What follows belongs to an exercise in optimizing a design on an open flow for small area and a short achievable clock period; a production flow would make more cautious choices. Function was checked by simulation only, so behaviour that the tests miss may differ from the original. No driver is modelled on the clock port, so clocking that relies on it looks cheaper here than on a real chip. Power and IR drop assume default switching activity.

### flow/run.sh
#!/bin/bash
set -euo pipefail
W=$(pwd)
bash standard.sh synth > synth.log 2>&1
sed "s|\"\${@:-finish}\"|POST_CTS_TCL=$W/flow/post_cts.tcl 'BUFFER_PORTS_ARGS=-buffer_cell sky130_fd_sc_hd__buf_4' \"\${@:-finish}\"|" standard.sh > own_standard.sh
grep -q "POST_CTS_TCL=.*BUFFER_PORTS_ARGS=" own_standard.sh
bash own_standard.sh > layout.log 2>&1
### flow/post_cts.tcl
# Post-CTS step of the own flow.
# Useful skew for the read path: insert a short chain of clock buffers in
# front of the clock pins of the DAC output registers (dac_data_r), one chain
# per leaf clock net that feeds them, placed at the registers' centroid;
# then legalize.
# Each buffer is inserted next to the registers, so the last one listed
# drives them; it is a strong one, so that their clock slew stays low.
set skew_cells {sky130_fd_sc_hd__clkbuf_1 sky130_fd_sc_hd__clkbuf_1 sky130_fd_sc_hd__clkbuf_8}
set block [ord::get_db_block]

# Drive strength: the registers that drive long wires (the one-hot word
# selects, which fan out across the array, and the registers behind output
# ports) get the strongest flip-flop of their type.
foreach pat {rsel_r* dac_data_r* dac_strobe_r* underrun_r* wr_full_o_r* wr_ready_r*} {
  foreach cell [get_cells $pat] {
    if {[get_property [get_lib_cells -of_objects $cell] name] ne "sky130_fd_sc_hd__dfxtp_4"} {
      replace_cell $cell sky130_fd_sc_hd__dfxtp_4
    }
  }
}

array set groups {}
foreach cell [get_cells dac_data_r*] {
  set pin [get_pins -of_objects $cell -filter "lib_pin_name == CLK"]
  set net [get_nets -of_objects $pin]
  lappend groups([get_full_name $net]) $cell
}
set i 0
foreach netname [lsort [array names groups]] {
  set flops $groups($netname)
  set sx 0
  set sy 0
  set pins {}
  foreach f $flops {
    lassign [[sta::sta_to_db_inst $f] getLocation] fx fy
    set sx [expr {$sx + $fx}]
    set sy [expr {$sy + $fy}]
    lappend pins [get_pins -of_objects $f -filter "lib_pin_name == CLK"]
  }
  set n [llength $flops]
  set dbu [$block getDbUnitsPerMicron]
  set x [expr {double($sx) / $n / $dbu}]
  set y [expr {double($sy) / $n / $dbu}]
  puts "skew: net $netname, $n registers, buffer at $x $y"
  set k 0
  foreach skew_cell $skew_cells {
    insert_buffer -buffer_cell $skew_cell -net [get_nets -of_objects [lindex $pins 0]] \
      -load_pins $pins -location [list $x $y] -buffer_name skew_buf_${i}_$k \
      -net_name skew_clk_${i}_$k
    incr k
  }
  incr i
}
global_connect
detailed_placement
check_placement -verbose
estimate_parasitics -placement
report_clock_skew
report_worst_slack -max
report_checks -path_delay max -group_path_count 3 -format end
### standard.sh
#!/bin/bash
# synth_recipe.tcl (not shown) runs the flow's synth.tcl, then flattens the netlist and writes it again
# the make line also repeats each setting of config.mk as NAME=value (left out here)
make -C /OpenROAD-flow-scripts/flow DESIGN_CONFIG=/design/flow/config.mk WORK_HOME=/design/flow/orfs CLKGATE_MAP_FILE= SYNTH_SCRIPT=/design/flow/synth_recipe.tcl "${@:-finish}"
### config.mk
export PLATFORM = sky130hd
export DESIGN_NAME = dac_frame_buffer
export DESIGN_NICKNAME = dac_frame_buffer
export VERILOG_FILES = /design/flow/design.v
export SDC_FILE = /design/flow/constraint.sdc
export NUM_CORES = 4
export LEC_CHECK = 0
export CAP_MARGIN = 20
export CORE_MARGIN = 2
export CORE_UTILIZATION = 60
export CTS_BUF_LIST = sky130_fd_sc_hd__clkbuf_16
export CTS_CLUSTER_DIAMETER = 100
export CTS_CLUSTER_SIZE = 25
export SETUP_SLACK_MARGIN = 1.7
export SLEW_MARGIN = 20
export SYNTH_HIERARCHICAL = 1
### constraint.sdc
create_clock -name core_clock -period 3.6 [get_ports {clk}]
set_input_delay 0.7200 -clock core_clock [delete_from_list [all_inputs] [get_ports {clk}]]
set_output_delay 0.7200 -clock core_clock [all_outputs]
set_load 0.01 [all_outputs]
### design.v
module dac_frame_buffer #(
  parameter int DATA_W    = 12,
  parameter int FRAME_LEN = 80
) (
  input  logic              clk,
  input  logic              reset,
  input  logic [6:0]        ADR,
  input  logic              SEL,
  input  logic              wr_valid,
  input  logic [DATA_W-1:0] wr_data,
  output logic              wr_ready,
  output logic [DATA_W-1:0] dac_data,
  output logic              dac_strobe,
  output logic              underrun
);
  localparam logic [6:0]      SYNC_ADR = 7'(FRAME_LEN);
  localparam int              NL1      = (FRAME_LEN + 2) / 3;   
  localparam int              NL2      = (NL1 + 2) / 3;
  localparam int              NL3      = (NL2 + 2) / 3;
  logic [FRAME_LEN-1:0][DATA_W-1:0] bank0_r;
  logic [FRAME_LEN-1:0][DATA_W-1:0] bank1_r;
  logic              wr_ready_r;
  logic              wr_full_o_r;
  logic [7:0]        wlo_r;
  logic [FRAME_LEN/8-1:0] whi_r;
  logic              sel_q_r;
  logic              underrun_r;
  logic [6:0]           adr_q_r;
  logic [FRAME_LEN-1:0] rsel_r;      
  logic                 rbank_r;     
  logic                 rd_strobe_r;
  logic [DATA_W-1:0]    dac_data_r;
  logic                 dac_strobe_r;
  logic              sel_change_s;
  logic              wr_accept_s;
  logic              last_write_s;
  logic              data_event_s;
  assign sel_change_s = (SEL != sel_q_r);
  assign wr_accept_s  = wr_ready_r & wr_valid & ~reset;
  assign last_write_s = wlo_r[7] & whi_r[FRAME_LEN/8-1];
  assign data_event_s = ~reset & (ADR != adr_q_r) & (ADR < SYNC_ADR);
  always_ff @(posedge clk) begin
    sel_q_r <= SEL;
    if (reset) begin
      wr_ready_r  <= 1'b1;
      wr_full_o_r <= 1'b0;
      wlo_r       <= 8'd1;
      whi_r       <= (FRAME_LEN/8)'(1);
      underrun_r  <= 1'b0;
    end else begin
      underrun_r <= sel_change_s & wr_ready_r & ~(wr_valid & last_write_s);
      if (sel_change_s) begin
        wr_ready_r  <= 1'b1;
        wr_full_o_r <= 1'b0;
        wlo_r       <= 8'd1;
        whi_r       <= (FRAME_LEN/8)'(1);
      end else if (wr_accept_s) begin
        if (last_write_s) begin
          wr_ready_r  <= 1'b0;
          wr_full_o_r <= 1'b1;
          wlo_r       <= 8'd1;
          whi_r       <= (FRAME_LEN/8)'(1);
        end else begin
          wlo_r <= {wlo_r[6:0], wlo_r[7]};
          if (wlo_r[7]) whi_r <= {whi_r[FRAME_LEN/8-2:0], 1'b0};
        end
      end
    end
  end
  for (genvar i = 0; i < FRAME_LEN; i++) begin : g_slot
    logic hit_s;
    assign hit_s = wr_accept_s & wlo_r[i % 8] & whi_r[i / 8];
    always_ff @(posedge clk) begin
      if (hit_s & sel_q_r)  bank0_r[i] <= wr_data;
      if (hit_s & ~sel_q_r) bank1_r[i] <= wr_data;
    end
  end
  always_ff @(posedge clk) begin
    adr_q_r <= ADR;
    rbank_r <= sel_q_r;
    for (int i = 0; i < FRAME_LEN; i++)
      rsel_r[i] <= (ADR == 7'(i));
  end
  logic [DATA_W-1:0] rd0_s, rd1_s, rd_s;
  for (genvar b = 0; b < 2; b++) begin : g_rbank
    for (genvar k = 0; k < DATA_W; k++) begin : g_rbit
      logic [FRAME_LEN-1:0] d;
      logic [NL1-1:0]       l1_n;
      logic [NL2-1:0]       l2;
      logic [NL3-1:0]       l3_n;
      logic                 l4;
      for (genvar i = 0; i < FRAME_LEN; i++) begin : g_d
        assign d[i] = (b == 0) ? bank0_r[i][k] : bank1_r[i][k];
      end
      for (genvar g = 0; g < NL1; g++) begin : g_l1
        if (3 * g + 2 < FRAME_LEN) begin : g_full
          dfb_aoi222 u_aoi (
            .a0(rsel_r[3*g]),   .b0(d[3*g]),
            .a1(rsel_r[3*g+1]), .b1(d[3*g+1]),
            .a2(rsel_r[3*g+2]), .b2(d[3*g+2]),
            .y (l1_n[g])
          );
        end else if (3 * g + 1 < FRAME_LEN) begin : g_two
          dfb_aoi22 u_aoi (
            .a0(rsel_r[3*g]),   .b0(d[3*g]),
            .a1(rsel_r[3*g+1]), .b1(d[3*g+1]),
            .y (l1_n[g])
          );
        end else begin : g_one
          dfb_nand2 u_nand (.a(rsel_r[3*g]), .b(d[3*g]), .y(l1_n[g]));
        end
      end
      for (genvar g = 0; g < NL2; g++) begin : g_l2
        dfb_nand3 u_n (.a(l1_n[3*g]), .b(l1_n[3*g+1]), .c(l1_n[3*g+2]), .y(l2[g]));
      end
      for (genvar g = 0; g < NL3; g++) begin : g_l3
        dfb_nor3 u_n (.a(l2[3*g]), .b(l2[3*g+1]), .c(l2[3*g+2]), .y(l3_n[g]));
      end
      dfb_nand3 u_l4 (.a(l3_n[0]), .b(l3_n[1]), .c(l3_n[2]), .y(l4));
      if (b == 0) begin : g_o0
        assign rd0_s[k] = l4;
      end else begin : g_o1
        assign rd1_s[k] = l4;
      end
    end
  end
  assign rd_s = rbank_r ? rd1_s : rd0_s;
  always_ff @(posedge clk) begin
    if (reset) begin
      rd_strobe_r  <= 1'b0;
      dac_data_r   <= '0;
      dac_strobe_r <= 1'b0;
    end else begin
      rd_strobe_r  <= data_event_s;
      dac_strobe_r <= rd_strobe_r;
      if (rd_strobe_r) dac_data_r <= rd_s;
    end
  end
  assign wr_ready   = ~(wr_full_o_r | reset);
  assign dac_data   = dac_data_r;
  assign dac_strobe = dac_strobe_r;
  assign underrun   = underrun_r;
endmodule
module dfb_aoi222 (
  input  logic a0, b0, a1, b1, a2, b2,
  output logic y
);
  assign y = ~((a0 & b0) | (a1 & b1) | (a2 & b2));
endmodule
module dfb_aoi22 (
  input  logic a0, b0, a1, b1,
  output logic y
);
  assign y = ~((a0 & b0) | (a1 & b1));
endmodule
module dfb_nand2 (
  input  logic a, b,
  output logic y
);
  assign y = ~(a & b);
endmodule
module dfb_nand3 (
  input  logic a, b, c,
  output logic y
);
  assign y = ~(a & b & c);
endmodule
module dfb_nor3 (
  input  logic a, b, c,
  output logic y
);
  assign y = ~(a | b | c);
endmodule
==> results.yml, run 1 <==
min_path:
  min_path_cells: 2
  worstHoldEndpoint: "dac_data_r[3]$_SDFFE_PP0P_"
  hp-class: "in2reg"
  hold_start: "reset"
grt:
  grt_max_degree: 115
  grt_usage_pct: 33.9
  grt_pass1_vias: 37300
  overflow: 0
  grt_pass1_wl_um: 286000
  antenna_found_initial: 9
timing:
  slew_violations: 0
  skew_ps: 377
  period_share_pct: 65.1
  timing.final.crit_period_ps: 2340
  hold_viol: 0
  relSlewSlack_pct: 20.2
  setup_viol: 0
  max_freq_mhz: 427
  worst_pin_slew_ps: 1190
  setup-tns-final_ps: 0
  rsz0062_at_grt: "true"
detailed_routing:
  dr.pass1.iters: 10
  drtIter0Drc: 8966
  drcViolationCount: 0
  vias_per_cell: 7.56
  vias: 40500
  wl_per_cell_um: 39.6
  ant_nets: 0
  routed_wl_um: 212000
clock_network:
  cts_tree: "built"
  cts_sinks: 2044
  insertion_delay_ps: 1070
  clkTransAtPathRegs_ps: 60
placement:
  io_buffers: 37
  place.gp.congestion: 0.925
  dpl.hpwl_um: 127000
yosys:
  post_synth_num_cell_types: 38
  postSynth.asyncResetShare_pct: 0
  synth_nets: 3478
  syn_inst: 3455
  ys_seq_elements: 2044
  synth-edff-count: 1920
  syn_avg_cell_area_um2: 20.6
  synth_area_um2: 71100
  synthFlopType: "edfxtp_1"
  yosysSeqAreaShare_pct: 84.6
  ys_warn_count: 7
worst_setup_path:
  path_max_fanout: 2
  cp-end-kind: "output pin"
  crit_buf_inv: 1
  r2r_end: "dac_data_r[10]$_SDFFE_PP0P_"
  reg2reg_depth: 6
  reg2reg_slack_ps: 1420
  cp_top_family: "flip-flops"
  criticalPathCategory: "reg2out"
  max_stage_delay_ps: 430
  path_cells: "buf_6"
  critPathLaunchType: "register"
  critPathRequiredTime_ps: 2880
  worstReg2RegStart: "rsel_r[7]$_DFF_P_"
  cp_data_arrival_time_ps: 1620
  critPathSlowestCell: "dfxtp_4"
power_and_ir_drop:
  ir_drop_uv: 469
  leakage_nw: 25.3
  power_density_nw_per_um2: 491
  finalPower_mw: 39.2
floorplan:
  rows: 126
  ios: 38
  dieHeight_um: 348
  start_util_pct: 60.4
  core_um2: 118000
  die_area_um2: 121000
  die_w_um: 348
final_layout:
  nNetsFinal: 3758
  fillers: 7507
  drive_above_1_share_pct: 20.2
  area_growth_syn_to_layout_pct: 12.3
  antenna_cells: 0
  final_util_pct: 67.8
flow_run:
  drv_cap: 0
outcome:
  status: "no timing/DRC/antenna violations"
==> sequential cells by signal (all words and copies together), names as in the netlist <==
register	flops
adr_q_r	7
whi_r	10
wlo_r	8
sel_q_r	1
dac_data_r	12
wr_ready_r	1
dac_strobe_r	1
wr_full_o_r	1
rsel_r	80
bank0_r	960
underrun_r	1
rd_strobe_r	1
bank1_r	960
rbank_r	1
==> cells by family (layout without fill, tap and decap cells) <==
kind of cell | Yosys count | count (layout) | synth area share, %
AOI/OAI and AO/OA | 681 | 681 | 9.50
xor gates and xnor gates | 8 | 8 | 0.0986
buffers and inverters | 64 | 370 | 0.382
DFF | 2044 | 2044 | 84.6
muxes | 12 | 12 | 0.169
and+or+nand+nor | 646 | 698 | 5.25
==> synthesized netlist by cell type (2+ instances only) <==
cell	n	area share, %
nand2_1	29	0.15
a22oi_2	24	0.42
a211o_1	2	0.025
mux2i_1	12	0.17
nor3_2	72	1.0
nor2b_1	6	0.053
nor4_1	2	0.018
a211oi_1	13	0.14
xor2_1	7	0.086
nand3_1	254	1.8
clkbuf_1	38	0.20
and3_1	141	1.2
a222oi_1	624	8.8
and2_1	19	0.17
a21oi_1	17	0.12
dfxtp_1	124	3.5
edfxtp_1	1920	81
nor2_1	100	0.53
clkbuf_2	14	0.099
buf_2	8	0.056
nand3b_1	12	0.13
==> area by class of cell, clock buffers not listed <==
| type | count | area (um^2) | area share (%) |
|---|---|---|---|
| Sequential cell | 2044 | 60500 | 75.8 |
| Multi-Input combinational cell | 1399 | 12500 | 15.7 |
| Timing Repair Buffer | 188 | 2100 | 2.63 |
| Tap cell | 1536 | 1920 | 2.41 |
| Clock inverter | 74 | 283 | 0.354 |
| Inverter | 2 | 10.0 | 0.0125 |
==> per-module statistics from Yosys (local to each module, per instance) <==
module	times used	area, um^2
dac_frame_buffer	1	62600
dfb_aoi22	24	12.5
dfb_aoi222	624	10.0
dfb_nor3	72	10.0
dfb_nand3	240	5.00
==> how the worst max path moves through the flow <==
| stage | depth (start not counted) | from | end |
|---|---|---|---|
| 2_1_floorplan | 4 | wr_valid | bank1_r[0]$_DFFE_PP_ |
| 3_3_place_gp | 6 | rsel_r[42]$_DFF_P_ | dac_data_r[5]$_SDFFE_PP0P_ |
| 3_5_place_dp | 6 | rsel_r[42]$_DFF_P_ | dac_data_r[5]$_SDFFE_PP0P_ |
| 5_1_grt | 1 | dac_data_r[6]$_SDFFE_PP0P_ | dac_data[6] |
| 6_report | 1 | dac_data_r[4]$_SDFFE_PP0P_ | dac_data[4] |
==> per-stage QoR <==
step / hold WS, ps / setup WS (ps) / cell area, um^2 / cells
final: 111 / 1260 / 79800 / 5349
after floorplan: 437 / 1530 / 71900 / 3455
after detailed placement: 477 / 668 / 74500 / 5040
after global routing: 80.7 / 1220 / 79800 / 5349
after global placement: 480 / 620 / 74500 / 5040
==> where the power goes <==
part | switching, mW | internal, mW | total (mW)
Combinational | 0.913 | 0.285 | 1.20
Sequential | 0.0967 | 25.9 | 26.0
Clock | 6.97 | 5.01 | 12.0
Total | 7.98 | 31.2 | 39.2
==> layout by cell type, fill, tap and decap left out, drive strengths merged, types with 17 or more instances in the layout <==
master  synthesis  final
a222oi        624    624
nor2          101    101
nor3           73     73
inv             2     75
and2           19     20
nand3         254    254
edfxtp       1920   1920
and3          141    192
a22oi          24     24
buf            10    178
nand2          29     29
dfxtp         124    124
a21oi          17     17
clkbuf         52    116
==> metal layers <==
metal | routed length, um | global-route usage, % | vias up
li1 | - | - | 16200
met1 | 78600 | 50.1 | 21000
met2 | 96300 | 51.2 | 2917
met3 | 29200 | 7.42 | 361
met4 | 7740 | 10.5 | 8
met5 | 59 | 0 | -
==> worst register-to-register path, cell delays in order (launching register included) <==
cell      delay [ps]
dfxtp_4          460
a222oi_1         580
nand3_1          330
nor3_4           500
nand3_1          150
mux2i_1          230
a211oi_2         110
==> run 2, diff against run 1 <==
--- a/config.mk
+++ b/config.mk
@@ -13,3 +13,3 @@
 export CTS_CLUSTER_SIZE = 25
-export SETUP_SLACK_MARGIN = 1.7
+export SETUP_SLACK_MARGIN = 1.2
 export SLEW_MARGIN = 20
==> results.yml, run 2 <==
yosys:
  yosys.area_share.simple_pct: 5.25
  yosys.area.top_type_share_pct: 81.1
  ys_warn_count: 7
  yosys.area.top_type: "edfxtp_1"
  yosysSeqAreaShare_pct: 84.6
  synth.top_cells.by_area: "edfxtp_1 81%, a222oi_1 8.8%, dfxtp_1 3.5%"
  syn_inst: 3455
  synth_top_family_by_area: "compound AO/OA/AOI/OAI gates"
  synth.most_common_cell: "edfxtp_1"
  ys_seq_elements: 2044
  synth-edff-count: 1920
  syn_avg_cell_area_um2: 20.6
  postSynth.asyncResetShare_pct: 0
  synth-xor-area-share_pct: 0.0986
  synth-compound-area-share_pct: 9.50
  synthFlopType: "edfxtp_1"
  synth_area_um2: 71100
  post_synth_num_cell_types: 38
  yosys.area_share.adder_pct: 0
  synthTopCellsByCount: "1920 x edfxtp_1, 624 x a222oi_1, 254 x nand3_1"
  synth_mux_area_share_pct: 0.169
  synth_nets: 3478
timing:
  relSlewSlack_pct: 23.0
  period_share_pct: 65.3
  timing.final.crit_period_ps: 2350
  setup-tns-final_ps: 0
  rsz0062_at_grt: "true"
  whs_ps: 111
  skew_ps: 387
  worst_pin_slew_ps: 1150
  slew_violations: 0
  hold_viol: 0
  setup_viol: 0
  max_freq_mhz: 425
final_layout:
  area_growth_syn_to_layout_pct: 9.10
  layoutNonFillerInstCount: 5244
  layout_common_cells: "1920 x edfxtp_1, 624 x a222oi_1, 228 x nand3_1, 99 x nor2_1"
  layout_commonest_cell: "edfxtp_1"
  nNetsFinal: 3648
  drive_above_1_share_pct: 14.9
  top_regs: "bank0_r x960, bank1_r x960, rsel_r x80"
  final_util_pct: 65.9
  final_area_um2: 77600
placement:
  place.gp.congestion: 0.933
  io_buffers: 37
  placed_cells: 5043
  dpl_cell_area_um2: 73900
  dpl.hpwl_um: 125000
outcome:
  status: "no timing/DRC/antenna violations"
detailed_routing:
  ant_nets: 0
  vias_per_cell: 7.46
  vias: 39100
  drtIter0Drc: 8373
  dr.pass1.iters: 11
  wl_per_cell_um: 37.9
  routed_wl_um: 199000
  drcViolationCount: 0
power_and_ir_drop:
  p_int_mw: 31.1
  power_density_nw_per_um2: 502
  p_sw_mw: 7.88
  ir_drop_uv: 429
  clock_power_share_pct: 30.4
  swShare_pct: 20.2
  pwr-share-seq_pct: 66.6
  comb_power_share_pct: 2.9
  leakage_nw: 24.6
worst_setup_path:
  cp_data_arrival_time_ps: 1630
  critPathSlowestCell: "dfxtp_4"
  worstReg2RegStart: "sel_q_r$_DFF_P_"
  path_max_fanout: 2
  path_cells: "buf_4"
  cp-end-kind: "output pin"
  startpoint: "dac_data_r[7]$_SDFFE_PP0P_"
  critPathRequiredTime_ps: 2880
  max_stage_delay_ps: 370
  reg2reg_depth: 4
  cp.depth: 1
  crit_buf_inv: 1
  critPathLaunchType: "register"
  cp_top_family: "flip-flops"
  criticalPathCategory: "reg2out"
clock_network:
  clkTransAtPathRegs_ps: 60
  cts_sinks: 2044
  insertion_delay_ps: 1070
  cts_tree: "built"
floorplan:
  start_util_pct: 60.4
  dieHeight_um: 348
  die_w_um: 348
  rows: 126
  die_area_um2: 121000
  ios: 38
  core_um2: 118000
grt:
  grt_max_degree: 101
  antenna_found_initial: 12
  grt_pass1_vias: 36400
  grt_pass1_wl_um: 276000
  grt_usage_pct: 32.5
  overflow: 0
flow_run:
  drv_cap: 0
min_path:
  hold_start: "reset"
  hp-class: "in2reg"
  min_path_cells: 2
==> run 2: worst paths after layout <==
check | endpoint | slack [ps]
hold reg to reg | dac_data_r[3]$_SDFFE_PP0P_ | 510
hold / removal | dac_data_r[2]$_SDFFE_PP0P_ | 110
setup / recovery | dac_data[7] | 1250
setup reg to reg | bank0_r[170]$_DFFE_PP_ | 1260
==> run 2: layer usage <==
metal / vias to the layer above / share of wire (%) / global-route usage [%]
met3: 239 / 13 / 7.29
met1: 20300 / 38 / 48.3
met2: 2713 / 46 / 49.4
met4: 2 / 2.7 / 9.08
met5: - / 0.0065 / 0
li1: 15900 / - / -
==> run 2: final cells by class, clock buffers not listed <==
class                      instances  area, um^2
clock inverter                    65         254
inverter                           2        7.51
multi-input combinational       1347       11100
sequential                      2044       60500
timing repair buffer             127        1240
tap                             1536        1920
fill                            7668       40200
antenna                           16        40.0
==> run 2: per-stage QoR <==
step | power, mW | setup slack (ps)
2_1_floorplan | 26.8 | 1300
3_3_place_gp | 27.6 | 557
3_5_place_dp | 27.7 | 551
5_1_grt | 39.9 | 1180
6_report | 39.0 | 1250
==> run 2: logic make-up after synthesis <==
kind of cell,Yosys count
muxes,12
AOI/OAI and AO/OA,681
DFF,2044
buffers and inverters,64
xor gates and xnor gates,8
and+or+nand+nor,646
==> run 2: per-module statistics from Yosys (local to each module, per instance) <==
| module | cell area [um^2] | flops+latches |
|---|---|---|
| dfb_nand3 | 5.00 | 0 |
| dac_frame_buffer | 62600 | 2044 |
| dfb_nor3 | 10.0 | 0 |
| dfb_aoi22 | 12.5 | 0 |
| dfb_aoi222 | 10.0 | 0 |
==> run 2: power groups by stage <==
stage               Combinational, mW  Clock, mW  Sequential, mW
floorplan                       0.258          0            26.5
global placement                 1.06          0            26.6
detailed placement               1.09          0            26.6
global route                     1.17       12.8            26.0
finish                           1.14       11.9            26.0
==> run 3, diff against run 2 <==
--- a/config.mk
+++ b/config.mk
@@ -13,3 +13,3 @@
 export CTS_CLUSTER_SIZE = 25
-export SETUP_SLACK_MARGIN = 1.2
+export SETUP_SLACK_MARGIN = 1.4
 export SLEW_MARGIN = 20
==> results.yml, run 3 <==
grt:
  grt_max_degree: 86
  grt_pass1_vias: 37200
  grt_pass1_wl_um: 277000
  antenna_found_initial: 12
  overflow: 0
  grt_usage_pct: 32.6
detailed_routing:
  vias: 39000
  ant_nets: 0
  dr.pass1.iters: 10
  drtIter0Drc: 7732
  routed_wl_um: 199000
  wl_per_cell_um: 37.6
  vias_per_cell: 7.38
  drcViolationCount: 0
yosys:
  synth_nets: 3478
  yosys.area.top_type: "edfxtp_1"
  synth.most_common_cell: "edfxtp_1"
  synthTopCellsByCount: "1920 x edfxtp_1, 624 x a222oi_1, 254 x nand3_1"
  syn_inst: 3455
  synthFlopType: "edfxtp_1"
  ys_warn_count: 7
  yosys.area.top_type_share_pct: 81.1
  synth-edff-count: 1920
  synth.top_cells.by_area: "edfxtp_1 81%, a222oi_1 8.8%, dfxtp_1 3.5%"
  synth_area_um2: 71100
  ys_seq_elements: 2044
  post_synth_num_cell_types: 38
  syn_avg_cell_area_um2: 20.6
  yosysSeqAreaShare_pct: 84.6
  postSynth.asyncResetShare_pct: 0
worst_setup_path:
  cp_data_arrival_time_ps: 1530
  crit_buf_inv: 1
  reg2reg_depth: 7
  reg2reg_slack_ps: 1380
  r2r_end: "dac_data_r[1]$_SDFFE_PP0P_"
  path_cells: "buf_6"
  cp_top_family: "flip-flops"
  cp.depth: 1
  max_stage_delay_ps: 370
  criticalPathCategory: "reg2out"
  critPathCapture: "dac_data[7]"
  cp-end-kind: "output pin"
  critPathRequiredTime_ps: 2880
  startpoint: "dac_data_r[7]$_SDFFE_PP0P_"
  critPathLaunchType: "register"
  worstReg2RegStart: "rsel_r[51]$_DFF_P_"
  critPathSlowestCell: "dfxtp_4"
  path_max_fanout: 2
floorplan:
  ios: 38
  die_area_um2: 121000
  dieHeight_um: 348
  die_w_um: 348
  core_um2: 118000
  start_util_pct: 60.4
  rows: 126
final_layout:
  area_growth_syn_to_layout_pct: 10.1
  nNetsFinal: 3692
  drive_above_1_share_pct: 17.7
  layout_common_cells: "1920 x edfxtp_1, 624 x a222oi_1, 217 x nand3_1, 140 x and3_2, 101 x buf_4"
  final_util_pct: 66.5
  final_area_um2: 78300
  top_regs: "bank0_r x960, bank1_r x960, rsel_r x80"
  layout_commonest_cell: "edfxtp_1"
timing:
  skew_ps: 335
  setup_viol: 0
  slew_violations: 0
  relSlewSlack_pct: 28.3
  setup-tns-final_ps: 0
  hold_viol: 0
  period_share_pct: 62.5
  max_freq_mhz: 444
  worst_pin_slew_ps: 1070
  timing.final.crit_period_ps: 2250
  whs_ps: 157
  rsz0062_at_grt: "true"
power_and_ir_drop:
  finalPower_mw: 39.1
  power_density_nw_per_um2: 499
  ir_drop_uv: 426
  leakage_nw: 25.0
placement:
  dpl.hpwl_um: 124000
  place.gp.congestion: 0.905
  dpl_cell_area_um2: 74100
  io_buffers: 37
clock_network:
  cts_tree: "built"
  insertion_delay_ps: 1020
  cts_sinks: 2044
  clkTransAtPathRegs_ps: 100
min_path:
  hp-class: "in2reg"
flow_run:
  drv_cap: 0
outcome:
  status: "no timing/DRC/antenna violations"
[run 3: cell counts after synthesis]
Identical to the previous run, type by type.
[run 3: kinds of logic (layout without fill, tap and decap cells)]
group	Yosys count	count (layout)	share of synthesized area, %
muxes	12	12	0.169
AOI/OAI and AO/OA	681	681	9.50
DFF	2044	2044	84.6
and+or+nand+nor	646	646	5.25
xor gates and xnor gates	8	8	0.0986
buffers and inverters	64	345	0.382
other	0	8	0
[run 3: routing by layer]
metal	vias up	part of all wire (%)	global-route usage (%)
li1	15900	-	-
met1	20300	38	47.3
met2	2482	46	50.0
met3	305	11	5.96
met4	8	4.1	12.5
met5	-	0.029	0
[run 3: final cells by class, clock buffers not listed]
class | count | area [um^2]
fillers | 7692 | 39500
flip-flops and latches | 2044 | 60500
diodes | 8 | 20.0
well taps | 1536 | 1920
inverters | 2 | 7.51
repair buffers | 165 | 1740
clock inverters | 65 | 254
multi-input cells | 1347 | 11300
[run 3: report_power, final]
group | total [mW] | internal, mW | leakage (nW) | switching (mW)
Clock | 12.0 | 5.01 | 1.57 | 6.99
Sequential | 26.0 | 25.9 | 18.3 | 0.0650
Combinational | 1.13 | 0.262 | 5.07 | 0.869
[run 3: worst min-delay path by stage]
stage / startpoint / endpoint / slack [ps] / depth (start not counted)
floorplan: wr_full_o_r$_SDFFE_PP0P_ / wr_full_o_r$_SDFFE_PP0P_ / 430 / 2
global placement: dac_data_r[9]$_SDFFE_PP0P_ / dac_data_r[9]$_SDFFE_PP0P_ / 500 / 2
detailed placement: dac_data_r[9]$_SDFFE_PP0P_ / dac_data_r[9]$_SDFFE_PP0P_ / 490 / 2
global route: reset / dac_data_r[5]$_SDFFE_PP0P_ / 120 / 2
finish: SEL / sel_q_r$_DFF_P_ / 160 / 1
[run 3: worst register-to-register path: stages (launching register included)]
cell and delay [ps]:
dfxtp_4 400, buf_4 170, a222oi_1 700, nand3_1 250
nor3_4 430, nand3_1 130, mux2i_1 170, a211oi_1 100
[run 3: per-stage QoR]
step,std cells,setup WS [ps]
3_3_place_gp,5053,640
2_1_floorplan,3455,1410
6_report,5280,1350
3_5_place_dp,5053,560
5_1_grt,5272,1290
[run 3: modules after synthesis (local to each module, per instance)]
module / cell area [um^2] / cells inside / times used / flops+latches
dfb_nand3: 5.00 / 1 / 240 / 0
dac_frame_buffer: 62600 / 2495 / 1 / 2044
dfb_nor3: 10.0 / 1 / 72 / 0
dfb_aoi22: 12.5 / 1 / 24 / 0
dfb_aoi222: 10.0 / 1 / 624 / 0
==> run 4, diff against run 3 <==
==> flow/run.sh (replaced) <==
#!/bin/bash
set -euo pipefail
W=$(pwd)
bash standard.sh synth > synth.log 2>&1
sed "s|\"\${@:-finish}\"|POST_CTS_TCL=$W/flow/post_cts.tcl PRE_IO_PLACEMENT_TCL=$W/flow/pre_io.tcl 'BUFFER_PORTS_ARGS=-buffer_cell sky130_fd_sc_hd__buf_4' \"\${@:-finish}\"|" standard.sh > own_standard.sh
grep -q "POST_CTS_TCL=.*PRE_IO_PLACEMENT_TCL=.*BUFFER_PORTS_ARGS=" own_standard.sh
bash own_standard.sh > layout.log 2>&1
==> flow/pre_io.tcl (new file) <==
# Before pin placement: keep the clock port near the middle of the left die
# edge, so that the clock tree's root is close to the centre of its sinks.
set block [ord::get_db_block]
set die [$block getDieArea]
set dbu [$block getDbUnitsPerMicron]
set mid [expr {([$die yMin] + [$die yMax]) / 2.0 / $dbu}]
set lo [expr {int($mid - 10)}]
set hi [expr {int($mid + 10)}]
puts "clk pin region: left:$lo-$hi"
set_io_pin_constraint -pin_names {clk} -region left:$lo-$hi
==> results.yml, run 4 <==
worst_setup_path:
  worstReg2RegStart: "rsel_r[33]$_DFF_P_"
  cp.depth: 1
  critPathLaunchType: "register"
  max_stage_delay_ps: 360
  cp_data_arrival_time_ps: 1570
  reg2reg_depth: 7
  critPathRequiredTime_ps: 2880
  path_cells: "buf_6"
  critPathSlowestCell: "dfxtp_4"
  reg2reg_slack_ps: 1410
  path_max_fanout: 2
  cp-end-kind: "output pin"
  cp_top_family: "flip-flops"
  criticalPathCategory: "reg2out"
  crit_buf_inv: 1
  r2r_end: "dac_data_r[11]$_SDFFE_PP0P_"
detailed_routing:
  wl_per_cell_um: 37.5
  drtIter0Drc: 7965
  routed_wl_um: 197000
  vias_per_cell: 7.42
  vias: 39100
  ant_nets: 0
  drcViolationCount: 0
  dr.pass1.iters: 7
timing:
  setup_viol: 0
  worst_pin_slew_ps: 1180
  slew_violations: 0
  layout_setup_ws_ps: 1310
  period_share_pct: 63.5
  max_freq_mhz: 437
  setup-tns-final_ps: 0
  timing.final.crit_period_ps: 2290
  relSlewSlack_pct: 21.0
  rsz0062_at_grt: "true"
  hold_viol: 0
  skew_ps: 386
final_layout:
  final_util_pct: 66.3
  layout_commonest_cell: "edfxtp_1"
  drive_above_1_share_pct: 17.3
  multi_input_area_um2: 11400
  area_growth_syn_to_layout_pct: 9.82
  layoutNonFillerInstCount: 5266
  layout_common_cells: "1920 x edfxtp_1, 624 x a222oi_1, 216 x nand3_1, 140 x and3_2, 99 x nor2_1"
  top_regs: "bank0_r x960, bank1_r x960, rsel_r x80"
  final_area_um2: 78100
  fillers: 7724
  nNetsFinal: 3676
  regArea_um2: 60500
grt:
  grt_pass1_wl_um: 275000
  overflow: 0
  grt_usage_pct: 32.3
  antenna_found_initial: 12
  grt_pass1_vias: 37000
  grt_max_degree: 81
yosys:
  ys_warn_count: 7
  synth.most_common_cell: "edfxtp_1"
  synth_area_um2: 71100
  post_synth_num_cell_types: 38
  synth_nets: 3478
  synthFlopType: "edfxtp_1"
  synth.top_cells.by_area: "edfxtp_1 81%, a222oi_1 8.8%, dfxtp_1 3.5%"
  yosysSeqAreaShare_pct: 84.6
  synthTopCellsByCount: "1920 x edfxtp_1, 624 x a222oi_1, 254 x nand3_1"
  yosys.area.top_type: "edfxtp_1"
  yosys.area.top_type_share_pct: 81.1
  syn_inst: 3455
  syn_avg_cell_area_um2: 20.6
  postSynth.asyncResetShare_pct: 0
  synth-edff-count: 1920
  ys_seq_elements: 2044
flow_run:
  drv_cap: 0
floorplan:
  ios: 38
  start_util_pct: 60.4
  die_w_um: 348
  rows: 126
  core_um2: 118000
  dieHeight_um: 348
  die_area_um2: 121000
min_path:
  min_path_cells: 2
  hold_start: "reset"
  worstHoldEndpoint: "dac_data_r[10]$_SDFFE_PP0P_"
  hp-class: "in2reg"
placement:
  placed_cells: 5046
  pre_cts_ws_ps: 495
  dpl.hpwl_um: 123000
  place.gp.congestion: 0.928
  io_buffers: 37
  dpl_cell_area_um2: 73900
clock_network:
  insertion_delay_ps: 1080
  cts_sinks: 2044
  clkTransAtPathRegs_ps: 50
  cts_tree: "built"
outcome:
  status: "no timing/DRC/antenna violations"
power_and_ir_drop:
  ir_drop_uv: 509
  leakage_nw: 24.9
  power_density_nw_per_um2: 501
-- run 4: cell counts after synthesis --
No cell type changed its count.
-- run 4: layout make-up, clock buffers not listed --
class	instances	area share, %
Tap cell	1536	2.46
Clock inverter	66	0.330
Sequential cell	2044	77.5
Inverter	2	0.00962
Timing Repair Buffer	146	1.89
Antenna cell	9	0.0289
Multi-Input combinational cell	1347	14.5
-- run 4: cells by family (layout without fill, tap and decap cells) --
kind of cell | Yosys count | in the layout | synth area share [%]
and+or+nand+nor | 646 | 646 | 5.25
buffers and inverters | 64 | 330 | 0.382
xor gates and xnor gates | 8 | 8 | 0.0986
other | 0 | 9 | 0
DFF | 2044 | 2044 | 84.6
AOI/OAI and AO/OA | 681 | 681 | 9.50
muxes | 12 | 12 | 0.169
-- run 4: report_power, final --
group          internal (mW)  switching [mW]  total [mW]  leakage (nW)
Sequential              25.9          0.0700        26.0          18.3
Clock                   5.04            6.98        12.0          1.59
Combinational          0.258           0.868        1.13          4.93
Total                   31.2            7.92        39.1          24.9
-- run 4: routing by layer --
layer | global-route usage [%] | vias to the layer above | part of all wire, %
met2 | 51.5 | 2494 | 48
met4 | 10.3 | 4 | 3.5
met5 | 0 | - | 0.011
li1 | - | 15900 | -
met3 | 5.91 | 281 | 11
met1 | 46.0 | 20400 | 38
-- run 4: stage by stage --
step                power, mW  hold slack (ps)
finish                   39.1              170
global route             40.1              134
detailed placement       27.6              483
global placement         27.6              458
floorplan                26.8              426
-- run 4: per-module statistics from Yosys (local to each module, per instance) --
module            area, um^2  flops+latches  cells
dac_frame_buffer       62600           2044   2495
dfb_aoi22               12.5              0      1
dfb_aoi222              10.0              0      1
dfb_nor3                10.0              0      1
dfb_nand3               5.00              0      1
-- run 4: how the worst max path moves through the flow --
stage	slack, ps	start	to
floorplan	1410	wr_valid	bank0_r[0]$_DFFE_PP_
global placement	490	rsel_r[66]$_DFF_P_	dac_data_r[9]$_SDFFE_PP0P_
detailed placement	500	rsel_r[66]$_DFF_P_	dac_data_r[2]$_SDFFE_PP0P_
global route	1280	dac_data_r[4]$_SDFFE_PP0P_	dac_data[4]
finish	1310	dac_data_r[9]$_SDFFE_PP0P_	dac_data[9]
==> run 5, diff against run 4 <==
==> flow/run.sh (replaced) <==
#!/bin/bash
# Own layout flow: the standard flow (standard.sh) with two changes:
# - the port buffers that placement inserts on every input and output are
#   sky130_fd_sc_hd__buf_4 (buffer_ports -buffer_cell) instead of the
#   default choice, a slow delay cell;
# - one extra step after clock tree synthesis (flow/post_cts.tcl) gives the
#   registers that drive long wires the strongest flip-flop of their type.
# Synthesis is the standard one, unchanged. Each tool's output goes to the
# ORFS logs under orfs/logs/, and each make run's output to a log here.
set -euo pipefail
W=$(pwd)
bash standard.sh synth > synth.log 2>&1
sed "s|\"\${@:-finish}\"|POST_CTS_TCL=$W/flow/post_cts.tcl 'BUFFER_PORTS_ARGS=-buffer_cell sky130_fd_sc_hd__buf_4' \"\${@:-finish}\"|" standard.sh > own_standard.sh
grep -q "POST_CTS_TCL=.*BUFFER_PORTS_ARGS=" own_standard.sh
bash own_standard.sh > layout.log 2>&1
==> flow/post_cts.tcl (replaced) <==
# Post-CTS step of the own flow.
# Drive strength: the registers that drive long wires (the one-hot word
# selects, which fan out across the array, and the registers behind output
# ports) get the strongest flip-flop of their type; then legalize.
foreach pat {rsel_r* dac_data_r* dac_strobe_r* underrun_r* wr_full_o_r* wr_ready_r*} {
  foreach cell [get_cells $pat] {
    if {[get_property [get_lib_cells -of_objects $cell] name] ne "sky130_fd_sc_hd__dfxtp_4"} {
      replace_cell $cell sky130_fd_sc_hd__dfxtp_4
    }
  }
}
detailed_placement
check_placement -verbose
estimate_parasitics -placement
report_worst_slack -max
report_checks -path_delay max -group_path_count 3 -format end
removed: flow/pre_io.tcl
==> results.yml, run 5 <==
outcome:
  status: "no timing/DRC/antenna violations"
timing:
  hold_viol: 0
  setup-tns-final_ps: 0
  period_share_pct: 70.1
  slew_violations: 0
  skew_ps: 23.3
  max_freq_mhz: 396
  worst_pin_slew_ps: 1100
  timing.final.crit_period_ps: 2520
  rsz0062_at_grt: "true"
  relSlewSlack_pct: 26.7
  setup_viol: 0
final_layout:
  layout_commonest_cell: "edfxtp_1"
  layout_common_cells: "1920 x edfxtp_1, 624 x a222oi_1, 211 x nand3_1, 140 x and3_2, 121 x buf_4"
  nNetsFinal: 3689
  area_growth_syn_to_layout_pct: 10.2
  layoutNonFillerInstCount: 5278
  fillers: 7679
  multi_input_area_um2: 11400
  top_regs: "bank0_r x960, bank1_r x960, rsel_r x80"
  drive_above_1_share_pct: 18.1
  regArea_um2: 60500
detailed_routing:
  vias_per_cell: 7.41
  wl_per_cell_um: 37.8
  ant_nets: 0
  drtIter0Drc: 7739
  drcViolationCount: 0
  routed_wl_um: 199000
  vias: 39100
  dr.pass1.iters: 14
clock_network:
  cts_sinks: 2044
  cts_tree: "built"
  insertion_delay_ps: 710
  clkTransAtPathRegs_ps: 100
grt:
  grt_max_degree: 86
  antenna_found_initial: 11
  overflow: 0
  grt_pass1_vias: 37100
  grt_usage_pct: 32.5
  grt_pass1_wl_um: 277000
yosys:
  yosysSeqAreaShare_pct: 84.6
  synthFlopType: "edfxtp_1"
  synth_top_family_by_area: "compound AO/OA/AOI/OAI gates"
  synth_mux_area_share_pct: 0.169
  synth.top_cells.by_area: "edfxtp_1 81%, a222oi_1 8.8%, dfxtp_1 3.5%"
  yosys.area.top_type_share_pct: 81.1
  ys_warn_count: 7
  post_synth_num_cell_types: 38
  yosys.area_share.adder_pct: 0
  ys_seq_elements: 2044
  synth_nets: 3478
  syn_avg_cell_area_um2: 20.6
  postSynth.asyncResetShare_pct: 0
  synthTopCellsByCount: "1920 x edfxtp_1, 624 x a222oi_1, 254 x nand3_1"
  synth.most_common_cell: "edfxtp_1"
  synth-xor-area-share_pct: 0.0986
  synth-compound-area-share_pct: 9.50
  yosys.area.top_type: "edfxtp_1"
  synth_area_um2: 71100
  synth-edff-count: 1920
  yosys.area_share.simple_pct: 5.25
  syn_inst: 3455
power_and_ir_drop:
  leakage_nw: 25.1
  power_density_nw_per_um2: 495
  ir_drop_uv: 419
floorplan:
  rows: 126
  dieHeight_um: 348
  start_util_pct: 60.4
  die_area_um2: 121000
  ios: 38
  die_w_um: 348
  core_um2: 118000
min_path:
  hp-class: "in2reg"
placement:
  placed_cells: 5053
  dpl.hpwl_um: 124000
  io_buffers: 37
  place.gp.congestion: 0.905
worst_setup_path:
  path_max_fanout: 8
  cp_data_arrival_time_ps: 3080
  cp_top_family: "simple AND/OR/NAND/NOR gates"
  criticalPathCategory: "reg2reg"
  path_cells: "buf_12 -> a222oi_1 -> nand3_1 -> nor3_4 -> nand3_2 -> mux2i_1 -> a211oi_1"
  crit_buf_inv: 1
  critPathSlowestCell: "a222oi_1"
  critPathLaunchType: "register"
  cp-end-kind: "register"
  max_stage_delay_ps: 580
  critPathRequiredTime_ps: 4150
flow_run:
  drv_cap: 0
==> run 5: kinds of logic (layout without fill, tap and decap cells) <==
group,Yosys count,in the layout
mux,12,12
compound gates,681,681
other cells,0,9
buf+inv,64,342
simple gates,646,646
xor+xnor,8,8
flops,2044,2044
==> run 5: final timing paths <==
| kind | startpoint | endpoint | slack, ps | cells after the start |
|---|---|---|---|---|
| worst max-delay path | rsel_r[36]$_DFF_P_ | dac_data_r[5]$_SDFFE_PP0P_ | 1080 | 7 |
| worst max register to register | rsel_r[36]$_DFF_P_ | dac_data_r[5]$_SDFFE_PP0P_ | 1080 | 7 |
| worst min register to register | sel_q_r$_DFF_P_ | rbank_r$_DFF_P_ | 480 | 0 |
| worst min-delay path | SEL | sel_q_r$_DFF_P_ | 160 | 1 |
==> run 5: final cells by class <==
type	instances	share of cell area [%]
sequential	2044	77.2
multi-input combinational	1347	14.5
clock buffer	95	3.03
tap	1536	2.45
timing repair buffer	180	2.40
clock inverter	65	0.324
antenna	9	0.0287
inverter	2	0.00958
==> run 5: metal layers <==
layer,wire length [um],vias to the layer above,track usage [%]
met3,22600,321,6.10
met4,8330,6,12.5
li1,-,15900,-
met1,75700,20300,47.0
met5,43,-,0
met2,92700,2527,50.0
==> run 5: modules after synthesis (local to each module, per instance) <==
module            flip-flops and latches  cell area (um^2)
dfb_aoi222                             0              10.0
dfb_nor3                               0              10.0
dac_frame_buffer                    2044             62600
dfb_aoi22                              0              12.5
dfb_nand3                              0              5.00
==> run 5: per-stage QoR <==
stage | hold slack [ps] | worst slack, ps | power (mW) | instance area (um^2) | utilization (%)
global placement | 499 | 640 | 27.6 | 74100 | 62.9
floorplan | 426 | 1410 | 26.8 | 71200 | -
finish | 163 | 1080 | 38.8 | 78400 | 66.5
global route | 136 | 1100 | 39.7 | 78300 | 66.5
detailed placement | 486 | 560 | 27.6 | 74100 | 62.9
==> run 5: power by group <==
part	switching [mW]	internal, mW	leakage, nW
clock network	6.88	4.81	1.51
logic	0.872	0.254	5.21
registers	0.0629	25.9	18.3
total	7.81	31.0	25.1

re-timing with driven ports:
In the flow no input, the clock included, has a driving cell. The finished layouts below were timed again as built, in two steps. Step 1: set_driving_cell puts a clkbuf_16 on clk and a buf_2 on each other input, an assumption about the parent block. Step 2, shift: input delay + t, output delay - t, t = (earliest + latest rising clock arrival at the registers) / 2. This alone moves slack from input paths to output paths. Three values: ideal ports, drivers, drivers and shift; two values: the first two.
run	t (ns)	setup WS [ns]	latest minus earliest clock arrival (ns)	worst register clock-pin slew, ns
run 1	0.962	1.256 / 1.173 / 0.858	0.377 / 0.377	0.11 / 0.11
run 2	0.960	1.248 / 1.166 / 0.607	0.387 / 0.387	0.10 / 0.10
run 3	0.934	1.350 / 1.272 / 0.806	0.336 / 0.336	0.10 / 0.10
run 4	0.936	1.314 / 1.259 / 0.791	0.386 / 0.387	0.10 / 0.10
run 5	0.780	1.077 / 1.077 / 0.955	0.031 / 0.031	0.10 / 0.10
Clock arrivals are far apart in run 1, run 2, run 3 and run 4, so t is only a midpoint there and step 2 fits no single register. The setup slack of run 2, which loses most, moves by -0.082 ns with the drivers and by -0.641 ns with both steps.
